What follows belongs to an exercise in optimizing a design on an open flow for small area, a short achievable clock period and few clock cycles per item; a production flow would make more cautious choices.
Where RTL was checked, it was by simulation tests only, not by an equivalence proof against the original.
For run 7, only the layout was checked, not whether the RTL still works.
Power and IR drop assume default switching activity.

[config.mk]
export PLATFORM = sky130hd
export DESIGN_NAME = overwriting_record_stack_drain_unit
export DESIGN_NICKNAME = overwriting_record_stack_drain_unit
export VERILOG_FILES = /design/flow/design.v
export SDC_FILE = /design/flow/constraint.sdc
export NUM_CORES = 4
export LEC_CHECK = 0
export ABC_CLOCK_PERIOD_IN_PS = 2200
export CAP_MARGIN = 20
export CORE_MARGIN = 2
export CORE_UTILIZATION = 40
export CTS_CLUSTER_DIAMETER = 100
export CTS_CLUSTER_SIZE = 25
export SETUP_SLACK_MARGIN = 1.8
export SLEW_MARGIN = 20
[constraint.sdc]
create_clock -name core_clock -period 4.0 [get_ports {i_clk}]
set_input_delay 0.8000 -clock core_clock [delete_from_list [all_inputs] [get_ports {i_clk}]]
set_output_delay 0.8000 -clock core_clock [all_outputs]
set_load 0.01 [all_outputs]
[design.v]
package ors_pkg;
    localparam int unsigned DATA_W      = 64;
    localparam int unsigned CNT_W       = 5;
    localparam int unsigned DEPTH       = 16;
    localparam int unsigned SLOT_W      = 4;
    localparam logic [CNT_W-1:0] BATCH_CAP     = 5'd16;
    localparam logic [CNT_W-1:0] MAX_BATCH_RST = 5'd4;
    localparam logic OP_PUSH  = 1'b0;
    localparam logic OP_DRAIN = 1'b1;
endpackage
module ors_ram #(
    parameter int WIDTH = 64,
    parameter int DEPTH = 16
) (
    input  logic               i_clk,
    input  logic [DEPTH-1:0]   i_we,
    input  logic [WIDTH-1:0]   i_wdata,
    input  logic [DEPTH-1:0]   i_rsel,
    output logic [WIDTH-1:0]   o_rdata
);
    logic [WIDTH-1:0] r_mem [DEPTH];
    always_ff @(posedge i_clk) begin
        for (int i = 0; i < DEPTH; i++) begin
            if (i_we[i]) begin
                r_mem[i] <= i_wdata;
            end
        end
    end
    always_comb begin
        o_rdata = '0;
        for (int i = 0; i < DEPTH; i++) begin
            o_rdata = o_rdata | (r_mem[i] & {WIDTH{i_rsel[i]}});
        end
    end
endmodule
module ors_ctrl #(
    parameter int NQ = 8   
) (
    input  logic                          i_clk,
    input  logic                          i_rst_n,
    input  logic                          i_in_valid,
    input  logic                          i_opcode,
    input  logic                          i_reserve_slot,
    input  logic                          i_cfg_valid,
    input  logic [ors_pkg::CNT_W-1:0]     i_cfg_data,
    input  logic                          i_out_ready,
    output logic                          o_in_ready,
    output logic                          o_out_valid,
    output logic [ors_pkg::DEPTH-1:0]     o_we,
    output logic [ors_pkg::DEPTH-1:0]     o_rsel,
    output logic                          o_ld_rec,
    output logic                          o_ld_hdr,
    output logic [ors_pkg::CNT_W-1:0]     o_hdr_popped,
    output logic                          o_hdr_rsv
);
    localparam int D  = ors_pkg::DEPTH;
    localparam int SW = ors_pkg::SLOT_W;
    localparam int CW = ors_pkg::CNT_W;
    localparam int NF = NQ - 1;   
    localparam int QW = $clog2(NF + 1);
    function automatic logic [D-1:0] onehot(input logic [SW-1:0] s);
        for (int i = 0; i < D; i++) onehot[i] = (s == SW'(i));
    endfunction
    function automatic logic [D-1:0] lowest(input logic [D-1:0] m);
        logic [D-1:0] below;
        below[0] = 1'b0;
        for (int i = 1; i < D; i++) below[i] = below[i-1] | m[i-1];
        lowest = m & ~below;
    endfunction
    function automatic logic [SW-1:0] encode(input logic [D-1:0] oh);
        encode = '0;
        for (int i = 0; i < D; i++) begin
            if (oh[i]) encode = encode | SW'(i);
        end
    endfunction
    logic [CW-1:0] r_cap;     
    logic [CW-1:0] r_cap1;    
    logic [SW-1:0] r_head;    
    logic [SW-1:0] r_headm1;  
    logic [SW-1:0] r_tail;    
    logic [SW-1:0] r_tail2;   
    logic [CW-1:0] r_fill;
    logic [SW-1:0] r_t0;      
    logic [SW-1:0] r_t1;      
    logic [SW-1:0] r_ptr  [D];
    logic [SW-1:0] r_link [D];
    logic [D-1:0]  r_busy;
    logic [SW-1:0] r_wsel;
    logic [D-1:0]  r_wsel_oh;
    logic          r_in_ready;
    logic          r_out_valid;
    logic [SW-1:0] r_q_start [NF];
    logic [CW-1:0] r_q_k     [NF];
    logic          r_q_rsv   [NF];
    logic [QW-1:0] r_q_cnt;
    logic          r_e_act;
    logic [D-1:0]  r_e_oh;
    logic [CW-1:0] r_e_rem;
    logic          r_e_hdr;   
    logic          r_e_one;   
    logic [CW-1:0] r_e_k;
    logic          r_e_rsv;
    logic          w_acc, w_push, w_drain;
    logic          w_full, w_full_m1;
    logic [SW-1:0] w_top;
    assign w_acc     = i_in_valid && r_in_ready;
    assign w_push    = w_acc && (i_opcode == ors_pkg::OP_PUSH);
    assign w_drain   = w_acc && (i_opcode == ors_pkg::OP_DRAIN);
    assign w_full    = (r_fill == CW'(D));
    assign w_full_m1 = (r_fill == CW'(D - 1));
    assign w_top     = r_ptr[r_headm1];
    logic [CW-1:0] w_c   [2];
    logic          w_ge  [2];
    logic [CW-1:0] w_kk  [2];
    logic [CW-1:0] w_fn  [2];
    logic [SW-1:0] w_hn  [2];
    logic [SW-1:0] w_hm  [2];
    always_comb begin
        w_c[0] = r_cap;
        w_c[1] = r_cap1;
        for (int j = 0; j < 2; j++) begin
            w_ge[j] = (r_fill >= w_c[j]);
            w_kk[j] = w_ge[j] ? w_c[j] : r_fill;
            w_fn[j] = w_ge[j] ? r_fill - w_c[j] : '0;
            w_hn[j] = w_ge[j] ? r_head - SW'(w_c[j]) : r_tail;
            w_hm[j] = w_ge[j] ? r_headm1 - SW'(w_c[j]) : r_tail - 1'b1;
        end
    end
    logic [CW-1:0] w_k;
    assign w_k = w_kk[i_reserve_slot];
    assign o_we = w_push ? r_wsel_oh : '0;
    logic w_out_free;
    logic w_e_take;      
    logic [SW-1:0] w_e_next;
    assign w_out_free = !r_out_valid || i_out_ready;
    assign o_ld_rec   = r_e_act && w_out_free && !r_e_hdr;
    assign o_ld_hdr   = r_e_act && w_out_free && r_e_hdr;
    assign w_e_take   = (!r_e_act || o_ld_hdr) && (r_q_cnt != '0);
    assign o_rsel     = r_e_oh;
    assign o_hdr_popped = r_e_k;
    assign o_hdr_rsv    = r_e_rsv;
    assign o_out_valid  = r_out_valid;
    assign o_in_ready   = r_in_ready;
    always_comb begin
        w_e_next = '0;
        for (int i = 0; i < D; i++) begin
            w_e_next = w_e_next | (r_link[i] & {SW{r_e_oh[i]}});
        end
    end
    logic [D-1:0]  n_busy;
    logic          n_full;
    logic [D-1:0]  w_free_in, w_free_ex;
    logic [D-1:0]  n_wsel_oh;
    logic          w_slot_ok, w_q_ok;
    logic [NF-1:0] w_q_we;
    always_comb begin
        for (int i = 0; i < NF; i++) begin
            w_q_we[i] = w_drain && (w_e_take ? (r_q_cnt == QW'(i + 1)) : (r_q_cnt == QW'(i)));
        end
    end
    assign w_free_in = ~r_busy;
    assign w_free_ex = ~r_busy & ~r_wsel_oh;
    assign n_full = (w_full && !(w_drain && (w_c[i_reserve_slot] != '0)))
                 || (w_full_m1 && w_push);
    logic [D-1:0]  w_ws_push_oh, w_ws_idle_oh;
    logic [SW-1:0] w_ws_push, w_ws_idle;
    logic [D-1:0]  w_low_ex, w_low_in;
    logic [SW-1:0] n_wsel;
    assign w_low_ex = lowest(w_free_ex);
    assign w_low_in = lowest(w_free_in);
    always_comb begin
        if (w_full) begin
            w_ws_push_oh = onehot(r_t1);
            w_ws_push    = r_t1;
        end else if (w_full_m1) begin
            w_ws_push_oh = onehot(r_t0);
            w_ws_push    = r_t0;
        end else begin
            w_ws_push_oh = w_low_ex;
            w_ws_push    = encode(w_low_ex);
        end
        if (w_full) begin
            w_ws_idle_oh = onehot(r_t0);
            w_ws_idle    = r_t0;
        end else begin
            w_ws_idle_oh = w_low_in;
            w_ws_idle    = encode(w_low_in);
        end
    end
    assign n_wsel_oh = w_push ? w_ws_push_oh : w_ws_idle_oh;
    assign n_wsel    = w_push ? w_ws_push : w_ws_idle;
    assign w_slot_ok = n_full || (w_push ? (w_free_ex != '0) : (w_free_in != '0));
    assign w_q_ok    = (r_q_cnt < QW'(NF - 1))
                    || ((r_q_cnt == QW'(NF - 1)) && (!w_drain || w_e_take))
                    || w_e_take;
    assign n_busy = (r_busy & ~(o_ld_rec ? r_e_oh : '0)) | (w_push ? r_wsel_oh : '0);
    always_ff @(posedge i_clk) begin
        if (!i_rst_n) begin
            r_cap       <= ors_pkg::MAX_BATCH_RST;
            r_cap1      <= ors_pkg::MAX_BATCH_RST - 1'b1;
            r_head      <= '0;
            r_headm1    <= '1;
            r_tail      <= '0;
            r_tail2     <= SW'(2);
            r_fill      <= '0;
            r_busy      <= '0;
            r_wsel      <= '0;
            r_wsel_oh   <= D'(1);
            r_in_ready  <= 1'b1;
            r_out_valid <= 1'b0;
            r_q_cnt     <= '0;
            r_e_act     <= 1'b0;
        end else begin
            if (i_cfg_valid) begin
                r_cap  <= (i_cfg_data > ors_pkg::BATCH_CAP) ? ors_pkg::BATCH_CAP : i_cfg_data;
                r_cap1 <= (i_cfg_data > ors_pkg::BATCH_CAP) ? ors_pkg::BATCH_CAP - 1'b1
                        : (i_cfg_data != '0) ? i_cfg_data - 1'b1 : '0;
            end
            if (w_push) begin
                r_head   <= r_head + 1'b1;
                r_headm1 <= r_head;
                if (w_full) begin
                    r_tail  <= r_tail + 1'b1;
                    r_tail2 <= r_tail2 + 1'b1;
                end else begin
                    r_fill <= r_fill + 1'b1;
                end
            end else if (w_drain) begin
                r_head   <= w_hn[i_reserve_slot];
                r_headm1 <= w_hm[i_reserve_slot];
                r_fill   <= w_fn[i_reserve_slot];
            end
            r_busy     <= n_busy;
            r_wsel     <= n_wsel;
            r_wsel_oh  <= n_wsel_oh;
            r_in_ready <= w_slot_ok && w_q_ok;
            if (o_ld_rec || o_ld_hdr) begin
                r_out_valid <= 1'b1;
            end else if (i_out_ready) begin
                r_out_valid <= 1'b0;
            end
            if (w_drain && !w_e_take)      r_q_cnt <= r_q_cnt + 1'b1;
            else if (!w_drain && w_e_take) r_q_cnt <= r_q_cnt - 1'b1;
            if (w_e_take)      r_e_act <= 1'b1;
            else if (o_ld_hdr) r_e_act <= 1'b0;
        end
    end
    always_ff @(posedge i_clk) begin
        if (w_push) begin
            r_ptr[r_head] <= r_wsel;
            if (w_full) begin
                r_t0 <= r_t1;
                r_t1 <= r_ptr[r_tail2];
            end else if (r_fill == CW'(0)) begin
                r_t0 <= r_wsel;
            end else if (r_fill == CW'(1)) begin
                r_t1 <= r_wsel;
            end
        end
        for (int i = 0; i < D; i++) begin
            if (w_push && r_wsel_oh[i]) r_link[i] <= w_top;
        end
        for (int i = 0; i < NF; i++) begin
            if (w_q_we[i]) begin
                r_q_start[i] <= w_top;
                r_q_k[i]     <= w_k;
                r_q_rsv[i]   <= i_reserve_slot;
            end else if (w_e_take) begin
                if (i < NF - 1) begin
                    r_q_start[i] <= r_q_start[(i < NF - 1) ? i + 1 : i];
                    r_q_k[i]     <= r_q_k[(i < NF - 1) ? i + 1 : i];
                    r_q_rsv[i]   <= r_q_rsv[(i < NF - 1) ? i + 1 : i];
                end
            end
        end
        if (w_e_take) begin
            r_e_oh  <= (r_q_k[0] != '0) ? onehot(r_q_start[0]) : '0;
            r_e_rem <= r_q_k[0];
            r_e_hdr <= (r_q_k[0] == CW'(0));
            r_e_one <= (r_q_k[0] == CW'(1));
            r_e_k   <= r_q_k[0];
            r_e_rsv <= r_q_rsv[0];
        end else if (o_ld_rec) begin
            r_e_oh  <= r_e_one ? '0 : onehot(w_e_next);
            r_e_rem <= r_e_rem - 1'b1;
            r_e_hdr <= r_e_one;
            r_e_one <= (r_e_rem == CW'(2));
        end
    end
endmodule
module ors_dp (
    input  logic                        i_clk,
    input  logic                        i_ld_rec,
    input  logic                        i_ld_hdr,
    input  logic [ors_pkg::DATA_W-1:0]  i_rdata,
    input  logic [ors_pkg::CNT_W-1:0]   i_hdr_popped,
    input  logic                        i_hdr_rsv,
    output logic                        o_is_header,
    output logic [ors_pkg::DATA_W-1:0]  o_record_data,
    output logic [ors_pkg::CNT_W-1:0]   o_header_count,
    output logic [ors_pkg::CNT_W-1:0]   o_popped,
    output logic                        o_last
);
    always_ff @(posedge i_clk) begin
        if (i_ld_rec || i_ld_hdr) begin
            o_record_data <= i_rdata;
        end
        if (i_ld_rec) begin
            o_is_header    <= 1'b0;
            o_header_count <= '0;
            o_popped       <= '0;
            o_last         <= 1'b0;
        end else if (i_ld_hdr) begin
            o_is_header    <= 1'b1;
            o_header_count <= i_hdr_popped + ors_pkg::CNT_W'(i_hdr_rsv);
            o_popped       <= i_hdr_popped;
            o_last         <= 1'b1;
        end
    end
endmodule
module overwriting_record_stack_drain_unit #(
    parameter int DEPTH        = 16,
    parameter int RECORD_BYTES = 8
) (
    input  logic        i_clk,
    input  logic        i_rst_n,
    input  logic        in_valid,
    output logic        in_ready,
    input  logic        in_opcode,
    input  logic [63:0] in_entry_data,
    input  logic        in_reserve_slot,
    output logic        out_valid,
    input  logic        out_ready,
    output logic        out_is_header,
    output logic [63:0] out_record_data,
    output logic [4:0]  out_header_count,
    output logic [4:0]  out_popped,
    output logic        out_last,
    input  logic        cfg_valid,
    output logic        cfg_ready,
    input  logic [4:0]  cfg_data
);
    logic [ors_pkg::DEPTH-1:0]  w_we;
    logic [ors_pkg::DEPTH-1:0]  w_rsel;
    logic [63:0]                w_rdata;
    logic                       w_ld_rec;
    logic                       w_ld_hdr;
    logic [4:0]                 w_hdr_popped;
    logic                       w_hdr_rsv;
    assign cfg_ready = 1'b1;
    ors_ctrl u_ctrl (
        .i_clk          (i_clk),
        .i_rst_n        (i_rst_n),
        .i_in_valid     (in_valid),
        .i_opcode       (in_opcode),
        .i_reserve_slot (in_reserve_slot),
        .i_cfg_valid    (cfg_valid),
        .i_cfg_data     (cfg_data),
        .i_out_ready    (out_ready),
        .o_in_ready     (in_ready),
        .o_out_valid    (out_valid),
        .o_we           (w_we),
        .o_rsel         (w_rsel),
        .o_ld_rec       (w_ld_rec),
        .o_ld_hdr       (w_ld_hdr),
        .o_hdr_popped   (w_hdr_popped),
        .o_hdr_rsv      (w_hdr_rsv)
    );
    ors_ram #(
        .WIDTH (8 * RECORD_BYTES),
        .DEPTH (ors_pkg::DEPTH)
    ) u_ram (
        .i_clk   (i_clk),
        .i_we    (w_we),
        .i_wdata (in_entry_data),
        .i_rsel  (w_rsel),
        .o_rdata (w_rdata)
    );
    ors_dp u_dp (
        .i_clk          (i_clk),
        .i_ld_rec       (w_ld_rec),
        .i_ld_hdr       (w_ld_hdr),
        .i_rdata        (w_rdata),
        .i_hdr_popped   (w_hdr_popped),
        .i_hdr_rsv      (w_hdr_rsv),
        .o_is_header    (out_is_header),
        .o_record_data  (out_record_data),
        .o_header_count (out_header_count),
        .o_popped       (out_popped),
        .o_last         (out_last)
    );
endmodule
[run.sh]
#!/bin/bash
# synth_recipe.tcl (not shown) runs the flow's synth.tcl, then flattens the netlist and writes it again
# the make line also repeats each setting of config.mk as NAME=value (left out here)
make -C /OpenROAD-flow-scripts/flow DESIGN_CONFIG=/design/flow/config.mk WORK_HOME=/design/flow/orfs CLKGATE_MAP_FILE= SYNTH_SCRIPT=/design/flow/synth_recipe.tcl finish
==> results of run 1 <==
## flip-flops by register name, indices dropped and copies added (netlist names), 5 cells and up, named ones only
name                 flops
u_ctrl.r_e_oh           16
u_ctrl.r_fill            5
u_ctrl.r_q_rsv           7
u_ctrl.r_link           64
u_dp.o_header_count      5
u_ctrl.r_wsel_oh        16
u_ctrl.r_q_k            35
u_dp.o_record_data      64
u_ctrl.r_e_k             5
u_ctrl.r_cap             5
u_ctrl.r_q_start        28
u_ctrl.r_e_rem           5
u_ram.r_mem           1024
u_ctrl.r_busy           16
u_dp.o_popped            5
u_ctrl.r_cap1            5
u_ctrl.r_ptr            64
## path summary, 6_finish.rpt
check | start | endpoint | depth (start not counted)
min | u_dp.o_header_count[4] | u_dp.o_header_count[4] | 2
max reg2reg | flop | u_ctrl.r_q_start[4][0] | 5
max | flop | u_ctrl.r_q_start[4][0] | 5
min reg2reg | u_dp.o_header_count[4] | u_dp.o_header_count[4] | 2
## per-stage QoR
stage                     std cells  area [um2]
after floorplan                3166       54500
final                          5228       62900
after global routing           5226       62900
after detailed placement       4990       58500
after global placement         4990       58500
after CTS                      5173       61900
## cell usage after synthesis (46+ instances only)
| library cell | number |
|---|---|
| a21oi_1 | 80 |
| edfxtp_1 | 1323 |
| nor2_1 | 111 |
| clkbuf_1 | 122 |
| dfxtp_1 | 92 |
| o21ai_0 | 82 |
| ha_1 | 46 |
| a221oi_1 | 272 |
| a22o_1 | 266 |
| nand4_1 | 72 |
| nand2_1 | 138 |
| inv_1 | 51 |
## area by class of cell
cell class	count	share of cell area [%]
flip-flops and latches	1415	66.2
inverters	52	0.362
clock buffers	83	2.83
diodes	2	0.00795
repair buffers	376	6.45
multi-input cells	1523	20.5
well taps	1768	3.52
clock inverters	9	0.203
## timing repair
item	in CTS	in global routing
hold endpoints to repair	0	0
setup buffers	77	45
resized for setup	261	134
pin swaps	20	33
endpoints found under the setup margin	1342	340
cloned	14	8
## worst min-delay path, stage by stage, from the launching register on
cell and delay, ns:
dfxtp_1 0.32, nand2_1 0.05, o21ai_1 0.05
## power by group
part | total, mW | internal, mW | switching, mW | leakage, nW
clock | 7.81 | 3.24 | 4.57 | 0.928
sequential | 18.0 | 17.5 | 0.562 | 12.7
combinational | 10.3 | 3.82 | 6.51 | 6.37
## routing by layer
layer	share of wire [%]	global-route usage, %	vias to the layer above
met5	0.061	0	-
met3	8.8	3.55	248
met4	2.8	4.77	14
met1	41	30.8	16800
met2	47	35.7	1578
li1	-	-	13600
## cell families after synthesis
group,count (synthesis),share of synthesized area (%)
multiplexers,105,3.12
AO/OA/AOI/OAI,830,12.1
AND/OR/NAND/NOR,494,4.47
other,1,0.00693
flip-flops,1415,76.8
buffers and inverters,238,1.75
XOR/XNOR,31,0.502
adder cells (fa/ha/maj),52,1.29
==> out/qor.yml, run 1 <==
run_status:
  outcome: "finished clean"
worst_setup_path:
  path_buf_inv: 2
  slowest_delay_ns: 0.66
  criticalPathCategory: "flop to flop"
  worstPathArrival_ns: 2.82
  crit_fanout: 7
  required_ns: 4.41
  crit_slowest_cell: "mux4_2"
  crit_path_end_kind: "flop"
  critPathTopFamily: "multiplexers"
  path_cells: "buf_12, buf_12, mux4_2, mux4_2, mux2_4"
  r2r_slack_ns: 1.59
  cp-start-kind: "flop"
synth:
  yosysUniqueCellTypes: 77
  synthArstFlopShare_pct: 0
  syn_nets: 3294
  yosysTopAreaCell: "edfxtp_1"
  synth_area_leaders: "edfxtp_1, a221oi_1, a22o_1"
  synth_warnings: 14
  syn_area_per_cell_um2: 17.1
  syn_inst: 3166
  syn-cell-area_um2: 54100
  ys_ff_latch: 1415
  synth_edf_count: 1323
  yosysSeqAreaShare_pct: 76.8
  netlist.area_leader.share_pct: 73.4
  ys.flop_type: "edfxtp_1"
global_route:
  grt_max_degree: 70
  grt_pass1_wl_mm: 221
  antenna_found_initial: 13
  gr-total-overflow: 0
  grt_pass1_vias: 31000
  grt_usage_pct: 21.8
routing:
  wl_per_cell_um: 30.2
  drt-initial-drc-count: 4295
  drc: 0
  detailroute.via_count: 32200
  dr.pass1.iters: 6
  antenna_left: 0
  drt-total-wl_mm: 158
  vias_per_cell: 6.16
power:
  p_leak_nw: 20.0
  p_per_area_nw_per_um2: 575
  finalPower_mw: 36.2
  max-vdd-ir-drop_uv: 449
floorplanning:
  chipHeight_um: 372
  start_util_pct: 40.4
  rows: 134
  dieArea_um2: 138000
  ioPinCount: 155
  fp.dieW_um: 372
  coreArea_um2: 134000
final_layout:
  area.growth.synth_to_final_pct: 16.2
  layout_commonest_cell: "edfxtp_1"
  final_cell_mix: "edfxtp_1, a22o_1, a221oi_1"
  fin_nets: 3564
  register_area_um2: 41600
  n_fill_cell: 11300
  multiInputGateArea_um2: 12900
  drive_gt1_share_pct: 17.4
  fin_util_pct: 47.0
timing:
  tightestPinTransition_ns: 0.811
  fmax_mhz: 414
  relSlewSlack_pct: 45.8
  slew_violations: 0
  setup_viol: 0
  whs_ns: 0.452
  fin_tns_setup_ns: 0
  rsz0062_at_grt: "true"
  clock_skew_ns: 0.0440
  final.setup.worst_slack_ns: 1.59
  hold_viol_final: 0
  period_needed_ns: 2.41
  period_share_pct: 60.3
clocking:
  cts_tree: "done"
  path_clk_slew_ns: 0.10
  cts_buffers: 68
  h-tree-depth: 3
  cts_root_buffer: "clkbuf_16"
  cts_buffer_depth: 3
  cts.sinks: 1415
  clock_latency_ns: 0.68
  cts_hold_buffers: 0
place:
  dp_hpwl_mm: 79.4
  io_buffers: 153
  place.gp.congestion: 0.906
  preCtsSetupSlack_ns: 0.695
worst_hold_path:
  hold_path_class: "flop to flop"
job:
  cap_violations: 0
Testbench counts, summed over its fixed seeds: cycles 4,048, items 3,840.
==> run 2, diff against run 1 <==
--- a/config.mk
+++ b/config.mk
@@ -5,6 +5,7 @@
 export SDC_FILE = /design/flow/constraint.sdc
 export NUM_CORES = 4
 export LEC_CHECK = 0
+export ABC_AREA = 1
 export ABC_CLOCK_PERIOD_IN_PS = 2200
 export CAP_MARGIN = 20
 export CORE_MARGIN = 2
==> run 2 against run 1 <==
  * Synthesized cell count is 35% higher
  * Sequential share of layout area is 0.41 points lower
  * Setup slack better by 0.25 ns
  * Global-route usage is 1.5 points lower
  * Clock-buffer cell count is 5 lower
  * First-iteration DRC count is 17% lower
  * Critical path type is now flop to output port
  * Critical endpoint is now out_record_data[12]
  * Highest routed layer unchanged
  * Power is 0.16% lower
  * Die area is 2.6% higher
  * Maximum frequency is 12% higher
  * Final area is 0.62% higher
==> out/qor.yml, run 2 <==
final_layout:
  n_fill_cell: 12000
  layout_commonest_cell: "edfxtp_1"
  register_area_um2: 41600
  final_cell_mix: "edfxtp_1, nand2_1, inv_1"
  stdcell_area_um2: 63300
  instances_no_fill: 6331
  drive_gt1_share_pct: 10.4
  area.growth.synth_to_final_pct: 14.0
  largest-register: "u_ram.r_mem"
  fin_util_pct: 46.0
  fin_nets: 4645
  multiInputGateArea_um2: 13000
  largest_register_ffs: 1024
floorplanning:
  start_util_pct: 40.3
  fp.dieW_um: 377
  ioPinCount: 155
  rows: 136
  chipHeight_um: 377
  dieArea_um2: 142000
  coreArea_um2: 138000
clocking:
  cts.sinks: 1415
  path_clk_slew_ns: 0.10
  cts_hold_buffers: 0
  h-tree-depth: 3
  cts_root_buffer: "clkbuf_16"
  cts_buffers: 68
  clock_latency_ns: 0.68
  cts_buffer_depth: 3
  cts_tree: "done"
synth:
  syn_area_per_cell_um2: 13.0
  syn-cell-area_um2: 55500
  netlist.area_leader.share_pct: 71.5
  synthSimpleGateAreaFrac_pct: 13.3
  syn_inst: 4273
  yosysTopAreaCell: "edfxtp_1"
  ys.flop_type: "edfxtp_1"
  yosysUniqueCellTypes: 55
  synth_top_family_by_area: "simple AND/OR/NAND/NOR gates"
  synth-xor-area-share_pct: 0.394
  yosysSeqAreaShare_pct: 74.8
  synth_area_leaders: "edfxtp_1, nand2_1, dfxtp_1"
  synth_most_common_cell: "edfxtp_1"
  synth_edf_count: 1323
  synth_commonest_cells: "edfxtp_1, nand2_1, inv_1"
  muxShareOfSynthArea_pct: 0
  synth_warnings: 14
  synthArstFlopShare_pct: 0
  synth_fa_ha_area_share_pct: 1.25
  synth_compound_gate_area_share_pct: 7.31
  syn_nets: 4401
  ys_ff_latch: 1415
worst_setup_path:
  critPathTopFamily: "flip-flops"
  ff2ff_path_depth: 5
  criticalPathCategory: "flop to output port"
  required_ns: 3.20
  crit_path_end_kind: "output port"
  crit_slowest_cell: "edfxtp_1"
  cp-start-kind: "flop"
  path_buf_inv: 1
  crit_fanout: 1
  r2r_end: "u_dp.o_record_data[22]"
  r2r_slack_ns: 1.84
  worst_r2r_startpoint: "u_ctrl.r_e_oh[9]"
  path_cells: "buf_6"
  slowest_delay_ns: 0.50
  worstPathArrival_ns: 1.36
job:
  cap_violations: 0
timing:
  hold_viol_final: 0
  clock_skew_ns: 0.0268
  slew_violations: 0
  fmax_mhz: 463
  tightestPinTransition_ns: 1.14
  period_needed_ns: 2.16
  setup_viol: 0
  fin_tns_setup_ns: 0
  relSlewSlack_pct: 24.3
  period_share_pct: 54.0
  rsz0062_at_grt: "true"
global_route:
  gr-total-overflow: 0
  grt_usage_pct: 20.3
  grt_pass1_vias: 32900
  grt_pass1_wl_mm: 215
  grt_max_degree: 70
  antenna_found_initial: 8
power:
  p_per_area_nw_per_um2: 571
  max-vdd-ir-drop_uv: 446
  p_leak_nw: 21.6
worst_hold_path:
  holdPathEnd: "u_dp.o_header_count[1]"
  hp-start: "u_dp.o_header_count[1]"
  holdPathStages: 2
  hold_path_class: "flop to flop"
routing:
  drt-total-wl_mm: 149
  wl_per_cell_um: 23.6
  antenna_left: 0
  vias_per_cell: 5.51
  dr.pass1.iters: 6
  detailroute.via_count: 34900
  drt-initial-drc-count: 3556
  drc: 0
place:
  dp.cells: 6152
  dp_hpwl_mm: 86.0
  io_buffers: 153
  place.gp.congestion: 0.876
  placed_area_um2: 60000
run_status:
  outcome: "finished clean"
[run 2: per-stage QoR]
| step | power (mW) | worst slack [ns] | hold slack [ns] |
|---|---|---|---|
| CTS | 35.8 | 1.77 | 0.475 |
| global route | 37.8 | 1.73 | 0.479 |
| floorplan | 23.5 | 1.25 | 0.400 |
| finish | 36.1 | 1.84 | 0.471 |
| detailed placement | 27.7 | 0.460 | 0.453 |
| global placement | 27.6 | 0.496 | 0.452 |
[run 2: report_power, final]
part	internal (mW)	switching, mW	leakage [nW]
sequential	17.6	0.500	12.7
clock	3.27	4.50	0.937
combinational	3.38	6.89	7.98
[run 2: metal layers]
metal / up-vias / part of all wire, % / global-route usage, %
li1: 15900 / - / -
met1: 17500 / 43 / 28.3
met2: 1288 / 48 / 33.2
met3: 182 / 7.6 / 3.63
met4: 8 / 2.1 / 4.74
met5: - / 0.046 / 0
[run 2: timing repair]
action | in CTS | in global routing
pin swaps | 13 | 23
resized for setup | 237 | 132
buffers inserted | 51 | 27
endpoints found under the hold margin | 0 | 0
endpoints found under the setup margin | 1077 | 873
cloned | 5 | 6
[run 2: how the worst max path moves through the flow]
stage / start / endpoint / slack (ns) / cells past startpoint
2_1_floorplan: in_valid / u_ctrl.r_link[10][0] / 1.25 / 5
3_3_place_gp: out_ready / u_ctrl.r_q_k[5][2] / 0.50 / 12
3_5_place_dp: out_ready / u_ctrl.r_q_k[5][0] / 0.46 / 12
4_1_cts: u_dp.o_record_data[9] / out_record_data[9] / 1.77 / 1
5_1_grt: u_ctrl.r_fill[1] / u_ctrl.r_fill[4] / 1.73 / 12
6_report: u_dp.o_record_data[12] / out_record_data[12] / 1.84 / 1
[run 2: area by class of cell]
class	count	share of cell area (%)
Tap cell	1794	3.55
Multi-Input combinational cell	2458	20.5
Clock buffer	78	2.78
Sequential cell	1415	65.8
Antenna cell	1	0.00395
Timing Repair Buffer	366	5.81
Clock inverter	11	0.255
Inverter	208	1.36
[run 2: kinds of logic (layout without fill, tap and decap cells)]
| family | after synthesis | count (layout) |
|---|---|---|
| simple gates | 1741 | 1745 |
| flops | 1415 | 1415 |
| compound gates | 635 | 635 |
| buf+inv | 404 | 663 |
| fa+ha+maj | 52 | 52 |
| xor+xnor | 25 | 25 |
| other cells | 1 | 2 |
[run 2: worst reg2reg max path: cells and delay by family (launching register included)]
kind / cells / cell delay [ns]
and+or+nand+nor: 4 / 1.05
buffers and inverters: 1 / 0.29
DFF: 1 / 0.56
==> run 3, diff against run 2 <==
--- a/config.mk
+++ b/config.mk
@@ -12,5 +12,5 @@
 export CORE_UTILIZATION = 40
 export CTS_CLUSTER_DIAMETER = 100
 export CTS_CLUSTER_SIZE = 25
-export SETUP_SLACK_MARGIN = 1.8
+export SETUP_SLACK_MARGIN = 1.7
 export SLEW_MARGIN = 20
==> run 3 against run 2 <==
  * Area after synthesis is the same
  * Power shrank 1.4%
  * Critical path type is now primary input to flop
  * Global-route usage shrank 0.067 points
  * First-iteration DRC count grew 3.0%
  * Sequential power is essentially flat
  * Clock power is essentially flat
  * Clock skew grew 0.0063 ns
  * Largest cell class unchanged
  * Still clean
  * Largest power group unchanged
==> out/qor.yml, run 3 <==
clocking:
  path_clk_slew_ns: 0.09
  cts.sinks: 1415
  cts_hold_buffers: 0
  clock_latency_ns: 0.68
  h-tree-depth: 3
  cts_root_buffer: "clkbuf_16"
  cts_buffer_depth: 3
  cts_tree: "done"
  cts_buffers: 68
worst_hold_path:
  hp-start: "u_ctrl.r_q_rsv[0]"
  holdPathStages: 0
  hold_path_class: "flop to flop"
  holdPathEnd: "u_ctrl.r_e_rsv"
synth:
  synth_most_common_cell: "edfxtp_1"
  syn-cell-area_um2: 55500
  synth_warnings: 14
  yosysTopAreaCell: "edfxtp_1"
  synth_area_leaders: "edfxtp_1, nand2_1, dfxtp_1"
  synth_edf_count: 1323
  syn_nets: 4401
  syn_area_per_cell_um2: 13.0
  yosysSeqAreaShare_pct: 74.8
  synth_commonest_cells: "edfxtp_1, nand2_1, inv_1"
  yosysUniqueCellTypes: 55
  synthArstFlopShare_pct: 0
  ys.flop_type: "edfxtp_1"
  netlist.area_leader.share_pct: 71.5
  ys_ff_latch: 1415
  syn_inst: 4273
power:
  max-vdd-ir-drop_uv: 446
  p_leak_nw: 21.3
  p_per_area_nw_per_um2: 569
timing:
  setup_viol: 0
  tightestPinTransition_ns: 1.12
  period_needed_ns: 2.30
  relSlewSlack_pct: 25.4
  clock_skew_ns: 0.0331
  whs_ns: 0.458
  slew_violations: 0
  rsz0062_at_grt: "true"
  fin_tns_setup_ns: 0
  fmax_mhz: 434
  hold_viol_final: 0
  period_share_pct: 57.6
global_route:
  grt_max_degree: 70
  grt_pass1_vias: 32700
  grt_pass1_wl_mm: 214
  grt_usage_pct: 20.3
  gr-total-overflow: 0
  antenna_found_initial: 6
worst_setup_path:
  crit_slowest_cell: "clkdlybuf4s50_1"
  criticalPathCategory: "primary input to flop"
  r2r_end: "u_dp.o_record_data[22]"
  slowest_delay_ns: 0.56
  cp-start-kind: "primary input"
  crit_fanout: 12
  cpMostUsedCell: "nor2_4"
  crit_path_end_kind: "flop"
  worst_r2r_startpoint: "u_ctrl.r_e_oh[9]"
  r2r_slack_ns: 1.76
  worstPathArrival_ns: 2.67
  critPathTopFamily: "buffers and inverters"
  required_ns: 4.37
  path_buf_inv: 3
  path_cells: "clkdlybuf4s50_1, nand2_8, nor2_4, inv_4, nor2_4, buf_4"
  ff2ff_path_depth: 5
routing:
  drc: 0
  wl_per_cell_um: 23.3
  antenna_left: 0
  drt-total-wl_mm: 147
  dr.pass1.iters: 8
  detailroute.via_count: 34700
  vias_per_cell: 5.51
  drt-initial-drc-count: 3664
place:
  io_buffers: 153
  dp_hpwl_mm: 86.0
  place.gp.congestion: 0.876
final_layout:
  largest_register_ffs: 1024
  area.growth.synth_to_final_pct: 12.7
  layout_commonest_cell: "edfxtp_1"
  fin_nets: 4607
  drive_gt1_share_pct: 8.51
  largest-register: "u_ram.r_mem"
  fin_util_pct: 45.5
  final_cell_mix: "edfxtp_1, nand2_1, inv_1"
floorplanning:
  dieArea_um2: 142000
  fp.dieW_um: 377
  ioPinCount: 155
  rows: 136
  chipHeight_um: 377
  coreArea_um2: 138000
  start_util_pct: 40.3
job:
  cap_violations: 0
run_status:
  outcome: "finished clean"
-- run 3: cell types whose count changed in the layout (fill, tap and decap cells not counted), moves of 6 or more --
cell	before	now
buf_6	16	2
a2111oi_2	7	1
dfxtp_4	13	7
clkdlybuf4s15_2	8	0
a2111oi_0	5	15
buf_4	159	135
clkdlybuf4s15_1	43	2
dlygate4sd2_1	13	71
-- run 3: how the worst max path moves through the flow --
stage,start,to,slack (ns),cells after the start
3_3_place_gp,out_ready,u_ctrl.r_q_k[5][2],0.50,12
5_1_grt,in_valid,u_ctrl.r_ptr[10][2],1.65,6
6_report,in_valid,u_ram.r_mem[11][63],1.70,6
2_1_floorplan,in_valid,u_ctrl.r_link[10][0],1.25,5
4_1_cts,u_ctrl.r_cap[3],u_ctrl.r_q_k[0][3],1.70,9
3_5_place_dp,out_ready,u_ctrl.r_q_k[5][0],0.46,12
-- run 3: power breakdown --
group	total, mW	switching (mW)	internal, mW	leakage, nW
Sequential	18.1	0.538	17.6	12.7
Clock	7.76	4.48	3.27	0.937
Combinational	9.73	6.62	3.11	7.65
-- run 3: final cells by class --
| cell class | instances | area (um2) |
|---|---|---|
| fillers | 12100 | 75100 |
| flip-flops and latches | 1415 | 41600 |
| multi-input cells | 2458 | 12800 |
| repair buffers | 328 | 3210 |
| well taps | 1794 | 2240 |
| clock buffers | 78 | 1760 |
| inverters | 208 | 837 |
| clock inverters | 11 | 161 |
| diodes | 2 | 5.00 |
-- run 3: routing by layer --
layer	GRT usage, %	vias up	share of wire [%]	routed length [um]
met3	3.52	165	7.0	10200
met2	33.1	1218	47	69600
met1	28.3	17400	43	63700
met5	0	-	0.018	27
li1	-	15900	-	-
met4	4.63	4	2.1	3050
-- run 3: logic make-up (layout without fill, tap and decap cells) --
group	count (synthesis)	count (layout)	share of synthesized area, %
other	1	3	0.00675
DFF	1415	1415	74.8
and+or+nand+nor	1741	1745	13.3
xor gates and xnor gates	25	25	0.394
AOI/OAI and AO/OA	635	635	7.31
buffers and inverters	404	625	2.86
adders and majority gates	52	52	1.25
-- run 3: what timing repair did --
action | in CTS | in global routing
pin swaps | 4 | 13
resized for setup | 146 | 53
setup buffers | 30 | 16
endpoints found under the hold margin | 0 | 0
setup endpoints to repair | 457 | 193
cloned | 2 | 3
-- run 3: through the flow --
step / setup WS (ns) / power, mW / std cells / instance area [um2]
floorplan: 1.25 / 23.5 / 4273 / 55800
global placement: 0.496 / 27.6 / 6152 / 60000
detailed placement: 0.460 / 27.7 / 6152 / 60000
CTS: 1.70 / 35.6 / 6273 / 62300
global route: 1.65 / 37.3 / 6292 / 62600
finish: 1.70 / 35.6 / 6294 / 62600
==> run 4, diff against run 3 <==
--- a/config.mk
+++ b/config.mk
@@ -12,5 +12,5 @@
 export CORE_UTILIZATION = 40
 export CTS_CLUSTER_DIAMETER = 100
 export CTS_CLUSTER_SIZE = 25
-export SETUP_SLACK_MARGIN = 1.7
+export SETUP_SLACK_MARGIN = 1.9
 export SLEW_MARGIN = 20
==> run 4 against run 3 <==
  * Still clean
  * Worst hold slack improved by 0.010 ns
  * Sequential power about the same
  * Global-route usage increased by 0.34 points
  * Clock power about the same
  * Area after synthesis unchanged
  * Clock skew decreased by 0.0031 ns
  * Non-clock buffer count increased by 76
  * Setup slack improved by 0.14 ns
  * Utilization increased by 1.0 points
  * Die area unchanged
  * Critical path type is now flop to output port
  * Critical endpoint is now out_record_data[14]
  * Largest power group unchanged
  * Highest routed layer unchanged
==> out/qor.yml, run 4 <==
synth:
  syn_inst: 4273
  syn_area_per_cell_um2: 13.0
  synth_most_common_cell: "edfxtp_1"
  synth_warnings: 14
  yosysSeqAreaShare_pct: 74.8
  ys.flop_type: "edfxtp_1"
  synth_top_family_by_area: "simple AND/OR/NAND/NOR gates"
  syn_nets: 4401
  syn-cell-area_um2: 55500
  synth_fa_ha_area_share_pct: 1.25
  yosysTopAreaCell: "edfxtp_1"
  synth_compound_gate_area_share_pct: 7.31
  netlist.area_leader.share_pct: 71.5
  synth_commonest_cells: "edfxtp_1, nand2_1, inv_1"
  synth_edf_count: 1323
  yosysUniqueCellTypes: 55
  ys_ff_latch: 1415
  synth-xor-area-share_pct: 0.394
  synth_area_leaders: "edfxtp_1, nand2_1, dfxtp_1"
  synthSimpleGateAreaFrac_pct: 13.3
  synthArstFlopShare_pct: 0
  muxShareOfSynthArea_pct: 0
routing:
  antenna_left: 0
  drc: 0
  dr.pass1.iters: 5
  drt-total-wl_mm: 153
  vias_per_cell: 5.56
  drt-initial-drc-count: 3827
  detailroute.via_count: 35400
  wl_per_cell_um: 24.0
power:
  p_leak_nw: 21.9
  p_per_area_nw_per_um2: 573
  max-vdd-ir-drop_uv: 443
  finalPower_mw: 36.7
final_layout:
  area.growth.synth_to_final_pct: 15.2
  final_cell_mix: "edfxtp_1, nand2_1, buf_4"
  drive_gt1_share_pct: 13.6
  fin_nets: 4690
  largest-register: "u_ram.r_mem"
  stdcell_area_um2: 64000
  largest_register_ffs: 1024
  layout_commonest_cell: "edfxtp_1"
global_route:
  grt_max_degree: 70
  grt_pass1_vias: 33000
  gr-total-overflow: 0
  grt_pass1_wl_mm: 217
  grt_usage_pct: 20.6
  antenna_found_initial: 7
clocking:
  h-tree-depth: 3
  cts_buffer_depth: 3
  cts_hold_buffers: 0
  cts_buffers: 68
  cts_root_buffer: "clkbuf_16"
  clock_latency_ns: 0.68
  cts_tree: "done"
  path_clk_slew_ns: 0.10
  cts.sinks: 1415
floorplanning:
  chipHeight_um: 377
  ioPinCount: 155
  fp.dieW_um: 377
  dieArea_um2: 142000
  start_util_pct: 40.3
  rows: 136
  coreArea_um2: 138000
timing:
  rsz0062_at_grt: "true"
  fmax_mhz: 462
  relSlewSlack_pct: 27.2
  fin_tns_setup_ns: 0
  slew_violations: 0
  hold_viol_final: 0
  tightestPinTransition_ns: 1.09
  period_share_pct: 54.1
  clock_skew_ns: 0.0300
  setup_viol: 0
  period_needed_ns: 2.16
run_status:
  outcome: "finished clean"
worst_setup_path:
  crit_path_end_kind: "output port"
  slowest_delay_ns: 0.49
  criticalPathCategory: "flop to output port"
  path_buf_inv: 1
  cp-start-kind: "flop"
  required_ns: 3.20
  crit_slowest_cell: "edfxtp_1"
  worstPathArrival_ns: 1.36
  r2r_slack_ns: 1.91
  critPathTopFamily: "flip-flops"
  path_cells: "buf_2"
  crit_fanout: 1
place:
  dp_hpwl_mm: 86.0
  place.gp.congestion: 0.876
  io_buffers: 153
  placed_area_um2: 60000
worst_hold_path:
  hold_path_class: "flop to flop"
job:
  cap_violations: 0
## run 4: worst paths after layout
kind,start,to,cells past startpoint
worst min-delay path,u_ctrl.r_q_rsv[0],u_ctrl.r_e_rsv,0
worst min register to register,u_ctrl.r_q_rsv[0],u_ctrl.r_e_rsv,0
worst max-delay path,u_dp.o_record_data[14],out_record_data[14],1
worst max register to register,u_ctrl.r_in_ready,u_ram.r_mem[7][53],7
## run 4: metrics by stage
stage,util [%],hold slack (ns),worst slack (ns),cells
floorplan,-,0.400,1.25,4273
global placement,43.6,0.452,0.496,6152
detailed placement,43.6,0.453,0.460,6152
CTS,45.7,0.472,1.77,6314
global route,46.5,0.479,1.77,6376
finish,46.5,0.468,1.84,6377
## run 4: routing by layer
metal / vias up / global-route usage, % / routed length [um]
li1: 16000 / - / -
met1: 17800 / 28.8 / 65000
met2: 1406 / 33.6 / 72900
met3: 200 / 3.66 / 11800
met4: 6 / 4.77 / 3390
met5: - / 0 / 36
## run 4: area by class of cell
class / instances / area (um2)
Fill cell: 12000 / 73700
Sequential cell: 1415 / 41600
Multi-Input combinational cell: 2459 / 13300
Timing Repair Buffer: 404 / 3960
Tap cell: 1794 / 2240
Clock buffer: 78 / 1760
Inverter: 208 / 888
Clock inverter: 11 / 161
Timing Repair inverter: 6 / 47.5
Antenna cell: 2 / 5.00
## run 4: power by group
group	internal, mW	switching (mW)	total (mW)
logic	3.71	7.15	10.9
clock network	3.27	4.48	7.76
registers	17.6	0.474	18.1
total	24.6	12.1	36.7
## run 4: cells by family (layout without fill, tap and decap cells)
| kind of cell | count (synthesis) | after routing |
|---|---|---|
| flip-flops | 1415 | 1415 |
| buffers and inverters | 404 | 707 |
| XOR/XNOR | 25 | 25 |
| AO/OA/AOI/OAI | 635 | 635 |
| other | 1 | 3 |
| adder cells (fa/ha/maj) | 52 | 52 |
| AND/OR/NAND/NOR | 1741 | 1746 |
## run 4: repair_timing
item,4_1_cts,5_1_grt
setup endpoints to repair,1344,687
buffers inserted,63,45
pin swaps,21,35
cloned,10,16
gates resized for setup,463,165
==> run 5, diff against run 4 <==
--- a/config.mk
+++ b/config.mk
@@ -14,3 +14,4 @@
 export CTS_CLUSTER_SIZE = 25
 export SETUP_SLACK_MARGIN = 1.9
 export SLEW_MARGIN = 20
+export TNS_END_PERCENT = 10
==> run 5 against run 4 <==
  * Register-to-register slack worse by 0.09 ns
  * Final cell count is 0.82% lower
  * Worst hold slack worse by 0.018 ns
  * Maximum frequency is 2.1% lower
  * Power is 0.43% lower
  * Final area is 1.1% lower
  * Area after synthesis stayed put
  * Largest power group unchanged
  * Highest routed layer unchanged
==> out/qor.yml, run 5 <==
global_route:
  antenna_found_initial: 4
  grt_pass1_wl_mm: 218
  grt_max_degree: 70
  grt_usage_pct: 20.6
  gr-total-overflow: 0
  grt_pass1_vias: 33300
worst_setup_path:
  worst_r2r_startpoint: "u_ctrl.r_e_oh[12]"
  critPathTopFamily: "flip-flops"
  crit_path_end_kind: "output port"
  r2r_end: "u_dp.o_record_data[3]"
  criticalPathCategory: "flop to output port"
  required_ns: 3.20
  slowest_delay_ns: 0.53
  worstPathArrival_ns: 1.41
  path_buf_inv: 1
  crit_slowest_cell: "edfxtp_1"
  crit_fanout: 1
  path_cells: "buf_6"
  r2r_slack_ns: 1.82
  worstSetupStartpoint: "u_dp.o_record_data[12]"
  ff2ff_path_depth: 7
  cp-start-kind: "flop"
clocking:
  cts_buffer_depth: 3
  cts_buffers: 69
  path_clk_slew_ns: 0.10
  clock_latency_ns: 0.70
  cts_hold_buffers: 0
  cts_tree: "done"
  h-tree-depth: 3
  cts_root_buffer: "clkbuf_16"
  cts.sinks: 1415
routing:
  dr.pass1.iters: 7
  wl_per_cell_um: 23.7
  antenna_left: 0
  drt-total-wl_mm: 150
  drt-initial-drc-count: 3822
  detailroute.via_count: 35100
  drc: 0
  vias_per_cell: 5.55
final_layout:
  fin_nets: 4639
  area.growth.synth_to_final_pct: 14.0
  fin_util_pct: 46.0
  largest_register_ffs: 1024
  n_fill_cell: 12100
  register_area_um2: 41600
  multiInputGateArea_um2: 13000
  final_cell_mix: "edfxtp_1, nand2_1, inv_1"
  drive_gt1_share_pct: 10.4
  layout_commonest_cell: "edfxtp_1"
  largest-register: "u_ram.r_mem"
synth:
  netlist.area_leader.share_pct: 71.5
  ys.flop_type: "edfxtp_1"
  syn-cell-area_um2: 55500
  synthArstFlopShare_pct: 0
  syn_area_per_cell_um2: 13.0
  synth_edf_count: 1323
  yosysTopAreaCell: "edfxtp_1"
  synth_commonest_cells: "edfxtp_1, nand2_1, inv_1"
  synth_warnings: 14
  synth_area_leaders: "edfxtp_1, nand2_1, dfxtp_1"
  yosysSeqAreaShare_pct: 74.8
  ys_ff_latch: 1415
  synth_most_common_cell: "edfxtp_1"
  syn_inst: 4273
  syn_nets: 4401
  yosysUniqueCellTypes: 55
timing:
  period_needed_ns: 2.21
  tightestPinTransition_ns: 0.820
  fin_tns_setup_ns: 0
  hold_viol_final: 0
  slew_violations: 0
  setup_viol: 0
  period_share_pct: 55.3
  final.setup.worst_slack_ns: 1.79
  clock_skew_ns: 0.0241
  whs_ns: 0.450
  relSlewSlack_pct: 43.9
  rsz0062_at_grt: "true"
  fmax_mhz: 452
worst_hold_path:
  hold_path_class: "flop to flop"
  holdPathStages: 0
  holdPathEnd: "u_ctrl.r_e_rsv"
  hp-start: "u_ctrl.r_q_rsv[0]"
power:
  netSwitchingFraction_pct: 33.1
  p_comb_share_pct: 28.6
  finalPower_mw: 36.5
  clock_power_share_pct: 21.7
  internal_power_mw: 24.4
  max-vdd-ir-drop_uv: 393
  p_leak_nw: 21.7
  switching_power_mw: 12.1
  p_per_area_nw_per_um2: 577
  seq_power_share_pct: 49.7
place:
  dp_hpwl_mm: 87.0
  io_buffers: 153
  place.gp.congestion: 0.871
  preCtsSetupSlack_ns: 0.660
run_status:
  outcome: "finished clean"
floorplanning:
  coreArea_um2: 138000
  fp.dieW_um: 377
  dieArea_um2: 142000
  ioPinCount: 155
  start_util_pct: 40.3
  chipHeight_um: 377
  rows: 136
job:
  cap_violations: 0
[run 5: cell counts after synthesis]
Identical to the previous run, type by type.
[run 5: logic make-up after synthesis]
| group | count (synthesis) | synth area share (%) |
|---|---|---|
| flip-flops | 1415 | 74.8 |
| XOR/XNOR | 25 | 0.394 |
| adder cells (fa/ha/maj) | 52 | 1.25 |
| AND/OR/NAND/NOR | 1741 | 13.3 |
| AO/OA/AOI/OAI | 635 | 7.31 |
| other | 1 | 0.00675 |
| buffers and inverters | 404 | 2.86 |
[run 5: worst max-delay path by stage]
stage / depth (start not counted) / end
after global routing: 12 / u_ctrl.r_wsel[2]
after global placement: 12 / u_ctrl.r_q_rsv[5]
after floorplan: 5 / u_ctrl.r_link[10][0]
after detailed placement: 12 / u_ctrl.r_q_k[5][4]
final: 1 / out_record_data[12]
after CTS: 1 / out_record_data[8]
[run 5: timing repair]
item                        CTS  global route
setup endpoints to repair  1447          1471
buffers inserted             59            15
gates cloned                  5             8
gates resized for setup     248           110
pin swaps                    16            16
[run 5: final cells by class]
cell class                 instances  share of cell area (%)
sequential                      1415                    65.7
multi-input combinational       2458                    20.5
timing repair buffer             357                    5.77
tap                             1794                    3.55
clock buffer                      75                    2.83
inverter                         208                    1.32
clock inverter                    14                   0.289
timing repair inverter             2                  0.0158
antenna                            2                 0.00791
[run 5: routing by layer]
metal,track usage [%],up-vias,wire (um)
met4,3.88,2,2480
li1,-,15900,-
met2,33.9,1205,71300
met5,0,-,12
met3,2.62,142,9910
met1,29.4,17800,66000
[run 5: per-stage QoR]
stage	cells	area, um2
3_3_place_gp	6145	59900
3_5_place_dp	6147	60000
5_1_grt	6324	63300
4_1_cts	6300	62800
6_report	6325	63300
2_1_floorplan	4273	55700
[run 5: power by group through the flow]
stage / sequential [mW] / combinational [mW] / clock [mW]
3_3_place_gp: 18.8 / 8.95 / 0
2_1_floorplan: 18.3 / 5.18 / 0
6_report: 18.1 / 10.5 / 7.92
5_1_grt: 18.2 / 11.3 / 8.51
3_5_place_dp: 18.7 / 9.14 / 0
4_1_cts: 18.1 / 10.1 / 8.07
==> run 6, diff against run 5 <==
--- a/config.mk
+++ b/config.mk
@@ -5,13 +5,11 @@
 export SDC_FILE = /design/flow/constraint.sdc
 export NUM_CORES = 4
 export LEC_CHECK = 0
-export ABC_AREA = 1
 export ABC_CLOCK_PERIOD_IN_PS = 2200
 export CAP_MARGIN = 20
 export CORE_MARGIN = 2
 export CORE_UTILIZATION = 40
 export CTS_CLUSTER_DIAMETER = 100
 export CTS_CLUSTER_SIZE = 25
-export SETUP_SLACK_MARGIN = 1.9
+export SETUP_SLACK_MARGIN = 1.6
 export SLEW_MARGIN = 20
-export TNS_END_PERCENT = 10
==> run 6 against run 5 <==
  * Still clean
  * Clock power is essentially flat
  * Power down 3.8%
  * Utilization decreased by 0.11 points
  * Worst hold slack gained 0.0097 ns
  * Sequential power about the same
  * Routed wire length rose by 3.0%
  * Global-route usage increased by 0.90 points
  * Flip-flop and latch count unchanged
  * Critical path depth up 8
  * Synthesized cell count decreased by 26%
  * Critical path type is now primary input to flop
  * Largest power group unchanged
  * Highest routed layer unchanged
==> out/qor.yml, run 6 <==
run_status:
  outcome: "finished clean"
floorplanning:
  coreArea_um2: 134000
  start_util_pct: 40.4
  rows: 134
  ioPinCount: 155
  dieArea_um2: 138000
  fp.dieW_um: 372
  chipHeight_um: 372
timing:
  tightestPinTransition_ns: 0.855
  fin_tns_setup_ns: 0
  clock_skew_ns: 0.0338
  setup_viol: 0
  slew_violations: 0
  hold_viol_final: 0
  relSlewSlack_pct: 42.9
  rsz0062_at_grt: "true"
  fmax_mhz: 412
  period_needed_ns: 2.43
  period_share_pct: 60.7
final_layout:
  largest-register: "u_ram.r_mem"
  drive_gt1_share_pct: 13.2
  area.growth.synth_to_final_pct: 13.5
  largest_register_ffs: 1024
  instances_no_fill: 5170
  register_area_um2: 41600
  fin_nets: 3500
  n_fill_cell: 11400
  stdcell_area_um2: 61400
  layout_commonest_cell: "edfxtp_1"
  multiInputGateArea_um2: 12200
  final_cell_mix: "edfxtp_1, a221oi_1, a22o_1"
clocking:
  clock_latency_ns: 0.71
  cts_buffer_depth: 3
  cts_buffers: 68
  path_clk_slew_ns: 0.11
  cts_tree: "done"
  h-tree-depth: 3
  cts_hold_buffers: 0
  cts.sinks: 1415
  cts_root_buffer: "clkbuf_16"
power:
  switching_power_mw: 11.2
  p_leak_nw: 19.4
  finalPower_mw: 35.1
  p_per_area_nw_per_um2: 572
  netSwitchingFraction_pct: 31.8
  clock_power_share_pct: 22.5
  seq_power_share_pct: 51.4
  p_comb_share_pct: 26.1
  max-vdd-ir-drop_uv: 540
  internal_power_mw: 24.0
synth:
  synth_warnings: 14
  yosysSeqAreaShare_pct: 76.8
  ys_ff_latch: 1415
  syn_area_per_cell_um2: 17.1
  synth_edf_count: 1323
  syn_inst: 3166
  synthArstFlopShare_pct: 0
  synth_commonest_cells: "edfxtp_1, a221oi_1, a22o_1"
  ys.flop_type: "edfxtp_1"
  yosysTopAreaCell: "edfxtp_1"
  syn_nets: 3294
  synth_area_leaders: "edfxtp_1, a221oi_1, a22o_1"
  syn-cell-area_um2: 54100
  yosysUniqueCellTypes: 77
  netlist.area_leader.share_pct: 73.4
  synth_most_common_cell: "edfxtp_1"
global_route:
  grt_pass1_vias: 30400
  gr-total-overflow: 0
  grt_max_degree: 70
  grt_usage_pct: 21.5
  antenna_found_initial: 16
  grt_pass1_wl_mm: 217
worst_setup_path:
  cp-start-kind: "primary input"
  ff2ff_path_depth: 4
  crit_path_end_kind: "flop"
  criticalPathCategory: "primary input to flop"
  required_ns: 4.60
  worstPathArrival_ns: 3.03
  crit_fanout: 32
routing:
  wl_per_cell_um: 29.8
  dr.pass1.iters: 6
  vias_per_cell: 6.12
  drc: 0
  detailroute.via_count: 31600
  drt-initial-drc-count: 4104
  antenna_left: 0
  drt-total-wl_mm: 154
place:
  place.gp.congestion: 0.877
  io_buffers: 153
  placed_area_um2: 58400
  dp_hpwl_mm: 80.6
  dp.cells: 4997
worst_hold_path:
  holdPathStages: 0
  hold_path_class: "flop to flop"
job:
  cap_violations: 0
run 6: cell count changes after synthesis, sizes merged, moves of 134 or more:
cell and change:
o21ai -134, a22o +182, inv -151, nand2 -1022, a221oi +195, nand3 -134
run 6: cell type report:
cell class | instances | share of cell area (%)
antenna | 3 | 0.0122
inverter | 52 | 0.354
multi-input combinational | 1524 | 19.8
clock inverter | 14 | 0.297
timing repair buffer | 311 | 5.30
tap | 1768 | 3.60
sequential | 1415 | 67.7
clock buffer | 83 | 2.90
run 6: repair_timing:
action / in CTS / in global routing
cloned: 6 / 8
pin swaps: 7 / 14
buffers inserted: 28 / 31
endpoints found under the setup margin: 315 / 465
gates resized for setup: 141 / 70
run 6: cell families after synthesis:
kind of cell	after synthesis	share of synthesized area, %
DFF	1415	76.8
AOI/OAI and AO/OA	830	12.1
and+or+nand+nor	494	4.47
buffers and inverters	238	1.75
muxes	105	3.12
adders and majority gates	52	1.29
xor gates and xnor gates	31	0.502
other	1	0.00693
run 6: final timing paths:
kind                     startpoint                endpoint  slack (ns)
setup reg to reg               flop  u_ctrl.r_q_start[0][2]        1.58
setup / recovery           in_valid    u_ctrl.r_wsel_oh[10]        1.57
hold reg to reg   u_ctrl.r_q_rsv[0]          u_ctrl.r_e_rsv        0.46
hold / removal    u_ctrl.r_q_rsv[0]          u_ctrl.r_e_rsv        0.46
run 6: per-stage QoR:
stage	worst slack, ns	utilization [%]	hold WS [ns]
final	1.57	45.9	0.460
after global routing	1.49	45.9	0.471
after CTS	1.55	45.5	0.464
after detailed placement	0.723	43.6	0.425
after global placement	0.735	43.6	0.451
after floorplan	1.33	-	0.400
run 6: routing by layer:
metal,part of all wire [%],wire (um),GRT usage [%],vias to the layer above
met1,42,64600,30.7,16500
met2,47,73100,35.1,1444
li1,-,-,-,13500
met4,2.0,3020,3.80,10
met5,0.041,63,0,-
met3,8.7,13400,3.36,193
run 6: worst max-delay path, stage by stage:
cell and delay [ns]:
clkdlybuf4s50_1 0.53, and2_1 0.20, buf_6 0.33, nand2_1 0.14, buf_4 0.25, nor2_2 0.27, o21ai_0 0.15, a21oi_1 0.14
and4b_1 0.20
run 6: power groups by stage:
stage	Sequential (mW)	Clock [mW]	Combinational [mW]
after floorplan	18.2	0	5.11
after global placement	18.4	0	8.54
after detailed placement	18.4	0	8.58
after CTS	18.0	8.02	9.00
after global routing	18.1	8.50	9.76
final	18.0	7.91	9.17
==> run 7, diff against run 6 <==
--- a/design.v
+++ b/design.v
@@ -84,6 +84,9 @@
     logic [SW-1:0] r_t1;      
     logic [SW-1:0] r_ptr  [D];
     logic [SW-1:0] r_link [D];
+    logic          r_lw_v;
+    logic [D-1:0]  r_lw_oh;
+    logic [SW-1:0] r_lw_pos;
     logic [D-1:0]  r_busy;
     logic [SW-1:0] r_wsel;
     logic [D-1:0]  r_wsel_oh;
@@ -210,7 +213,9 @@
             r_out_valid <= 1'b0;
             r_q_cnt     <= '0;
             r_e_act     <= 1'b0;
+            r_lw_v      <= 1'b0;
         end else begin
+            r_lw_v      <= w_push;
             if (i_cfg_valid) begin
                 r_cap  <= (i_cfg_data > ors_pkg::BATCH_CAP) ? ors_pkg::BATCH_CAP : i_cfg_data;
                 r_cap1 <= (i_cfg_data > ors_pkg::BATCH_CAP) ? ors_pkg::BATCH_CAP - 1'b1
@@ -247,6 +252,10 @@
     end
     always_ff @(posedge i_clk) begin
         if (w_push) begin
+            r_lw_oh  <= r_wsel_oh;
+            r_lw_pos <= r_headm1;
+        end
+        if (w_push) begin
             r_ptr[r_head] <= r_wsel;
             if (w_full) begin
                 r_t0 <= r_t1;
@@ -258,7 +267,7 @@
             end
         end
         for (int i = 0; i < D; i++) begin
-            if (w_push && r_wsel_oh[i]) r_link[i] <= w_top;
+            if (r_lw_v && r_lw_oh[i]) r_link[i] <= r_ptr[r_lw_pos];
         end
         for (int i = 0; i < NF; i++) begin
             if (w_q_we[i]) begin
--- a/config.mk
+++ b/config.mk
@@ -11,5 +11,5 @@
 export CORE_UTILIZATION = 40
 export CTS_CLUSTER_DIAMETER = 100
 export CTS_CLUSTER_SIZE = 25
-export SETUP_SLACK_MARGIN = 1.6
+export SETUP_SLACK_MARGIN = 1.8
 export SLEW_MARGIN = 20
==> run 7 against run 6 <==
  * Via count up 3.0%
  * Area after synthesis up 2.5%
  * Final cell count up 2.9%
  * Final area up 4.8%
  * Clock skew about the same
  * Critical path type is now flop to flop
  * Global-route usage down 0.26 points
  * Non-clock buffer count up 66
  * Critical path depth down 4
  * Clock power up 3.8%
  * Utilization up 0.90 points
==> out/qor.yml, run 7 <==
synth:
  yosysTopAreaCell: "edfxtp_1"
  syn-cell-area_um2: 55500
  ys_ff_latch: 1440
  yosysSeqAreaShare_pct: 76.2
  synth_commonest_cells: "edfxtp_1, a221oi_1, a22o_1"
  synth_area_leaders: "edfxtp_1, a221oi_1, a22o_1"
  syn_nets: 3349
  syn_area_per_cell_um2: 17.2
  yosysUniqueCellTypes: 84
  syn_inst: 3221
  synth_most_common_cell: "edfxtp_1"
  synth_edf_count: 1343
  synthArstFlopShare_pct: 0
  ys.flop_type: "edfxtp_1"
  netlist.area_leader.share_pct: 72.7
  synth_warnings: 14
worst_hold_path:
  hold_path_class: "flop to flop"
floorplanning:
  ioPinCount: 155
  coreArea_um2: 138000
  chipHeight_um: 376
  dieArea_um2: 142000
  start_util_pct: 40.3
  fp.dieW_um: 376
  rows: 136
timing:
  tightestPinTransition_ns: 0.830
  period_needed_ns: 2.33
  rsz0062_at_grt: "true"
  period_share_pct: 58.3
  fmax_mhz: 429
  hold_viol_final: 0
  slew_violations: 0
  clock_skew_ns: 0.0340
  setup_viol: 0
  whs_ns: 0.426
  fin_tns_setup_ns: 0
  relSlewSlack_pct: 44.6
clocking:
  path_clk_slew_ns: 0.09
  clock_latency_ns: 0.69
  cts_root_buffer: "clkbuf_16"
  cts_buffer_depth: 3
  h-tree-depth: 3
  cts.sinks: 1440
  cts_tree: "done"
  cts_hold_buffers: 0
  cts_buffers: 70
global_route:
  gr-total-overflow: 0
  antenna_found_initial: 6
  grt_pass1_vias: 31400
  grt_usage_pct: 21.2
  grt_pass1_wl_mm: 221
  grt_max_degree: 67
power:
  finalPower_mw: 36.6
  clock_power_share_pct: 22.4
  internal_power_mw: 24.9
  p_comb_share_pct: 27.5
  switching_power_mw: 11.7
  p_leak_nw: 20.5
  seq_power_share_pct: 50.1
  netSwitchingFraction_pct: 32.0
  p_per_area_nw_per_um2: 569
  max-vdd-ir-drop_uv: 484
place:
  dp_hpwl_mm: 88.6
  dp.cells: 5082
  io_buffers: 153
  place.gp.congestion: 0.874
final_layout:
  n_fill_cell: 11600
  layout_commonest_cell: "edfxtp_1"
  area.growth.synth_to_final_pct: 16.0
  instances_no_fill: 5320
  fin_util_pct: 46.8
  fin_nets: 3617
  final_cell_mix: "edfxtp_1, a22o_1, a221oi_1"
  largest-register: "u_ram.r_mem"
  drive_gt1_share_pct: 18.1
  largest_register_ffs: 1024
routing:
  vias_per_cell: 6.13
  drc: 0
  detailroute.via_count: 32600
  drt-total-wl_mm: 156
  wl_per_cell_um: 29.4
  antenna_left: 0
  drt-initial-drc-count: 3970
  dr.pass1.iters: 6
job:
  cap_violations: 0
worst_setup_path:
  cp-start-kind: "flop"
  worstPathArrival_ns: 2.77
  crit_fanout: 8
  criticalPathCategory: "flop to flop"
  required_ns: 4.43
  crit_path_end_kind: "flop"
run_status:
  outcome: "finished clean"
==> run 7: routing by layer <==
layer	global-route usage [%]	vias up	wire [um]
met5	0	-	52
met3	3.55	204	12800
met2	34.2	1469	74300
li1	-	13800	-
met4	5.00	10	3280
met1	30.1	17100	65900
==> run 7: final cells by class <==
type | instances | area (um2) | area share [%]
clock inverter | 12 | 189 | 0.293
inverter | 46 | 216 | 0.336
timing repair buffer | 377 | 4080 | 6.34
timing repair inverter | 1 | 6.26 | 0.00972
sequential | 1440 | 42300 | 65.8
multi-input combinational | 1553 | 13400 | 20.8
clock buffer | 95 | 1900 | 2.95
tap | 1794 | 2240 | 3.49
antenna | 2 | 5.00 | 0.00777
==> run 7: kinds of logic after synthesis <==
family / count (synthesis) / synth area share, %
AND/OR/NAND/NOR: 523 / 4.86
adder cells (fa/ha/maj): 52 / 1.25
XOR/XNOR: 32 / 0.505
multiplexers: 128 / 3.81
flip-flops: 1440 / 76.2
buffers and inverters: 232 / 1.64
other: 1 / 0.00676
AO/OA/AOI/OAI: 813 / 11.7
==> run 7: worst max-delay path, cell delays in order, from the launching register on <==
cell     delay, ns
dfxtp_4       0.42
buf_12        0.16
mux4_2        0.53
mux4_2        0.54
buf_12        0.17
mux2_4        0.26
==> run 7: power groups by stage <==
stage | clock network, mW | logic (mW) | registers [mW]
after floorplan | 0 | 5.21 | 18.5
after global placement | 0 | 8.68 | 18.8
after detailed placement | 0 | 8.72 | 18.8
after CTS | 8.34 | 9.46 | 18.3
after global routing | 8.82 | 10.6 | 18.4
final | 8.21 | 10.1 | 18.4
==> run 7: path summary, 6_finish.rpt <==
kind | from | to | slack (ns) | cells past startpoint
worst max-delay path | flop | u_ctrl.r_q_start[3][3] | 1.67 | 5
worst min register to register | u_ctrl.r_q_rsv[0] | u_ctrl.r_e_rsv | 0.43 | 0
worst max register to register | flop | u_ctrl.r_q_start[3][3] | 1.67 | 5
worst min-delay path | u_ctrl.r_q_rsv[0] | u_ctrl.r_e_rsv | 0.43 | 0
==> run 7: per-stage QoR <==
stage	setup slack (ns)	instance area, um2
2_1_floorplan	1.60	56000
3_3_place_gp	0.741	60200
3_5_place_dp	0.705	60200
4_1_cts	1.67	63500
5_1_grt	1.65	64400
6_report	1.67	64400
==> run 7: timing repair <==
action,CTS,global route
resized for setup,260,136
pin swaps,41,36
setup endpoints to repair,1494,269
buffers inserted,79,36
endpoints found under the hold margin,0,0
cloned,5,9

-- afterwards: timing with drivers on the ports --
The results above use ideal ports. As a check the final layouts listed here were re-extracted and re-timed, cells and wires unchanged. Step 1 (the two cells are an assumption about what drives the block):
set clk [get_ports {i_clk}]
set_driving_cell -lib_cell sky130_fd_sc_hd__clkbuf_16 $clk
set_driving_cell -lib_cell sky130_fd_sc_hd__buf_2 [delete_from_list [all_inputs] $clk]
Step 2 moves the port delays by t, midway between the first and last clock arrival at a register: inputs arrive t later, outputs are due t later. That takes back most of the time a late clock gives input paths. Slacks: no drivers / after step 1 / after step 2; pairs: no drivers / after step 1.
run | shift t [ns] | slack for setup (ns) | latest minus earliest clock arrival (ns) | worst slew at a driven data input, ns | pins driven straight from the clock port
run 1 | 0.730 | 1.587 / 1.587 / 1.048 | 0.044 / 0.044 | 0.19 | 1
run 2 | 0.748 | 1.839 / 1.764 / 1.277 | 0.041 / 0.041 | 0.15 | 1
run 3 | 0.748 | 1.698 / 1.729 / 0.999 | 0.043 / 0.043 | 0.19 | 1
run 4 | 0.750 | 1.835 / 1.759 / 1.216 | 0.046 / 0.046 | 0.15 | 1
run 5 | 0.762 | 1.789 / 1.714 / 1.150 | 0.029 / 0.029 | 0.16 | 1
run 6 | 0.769 | 1.570 / 1.562 / 0.848 | 0.036 / 0.036 | 0.22 | 1
run 7 | 0.746 | 1.667 / 1.667 / 1.001 | 0.039 / 0.039 | 0.14 | 1
After both steps every run listed still meets setup and hold. The setup slack of run 6, which loses most, moves by -0.008 ns with the drivers and by -0.722 ns with both steps.
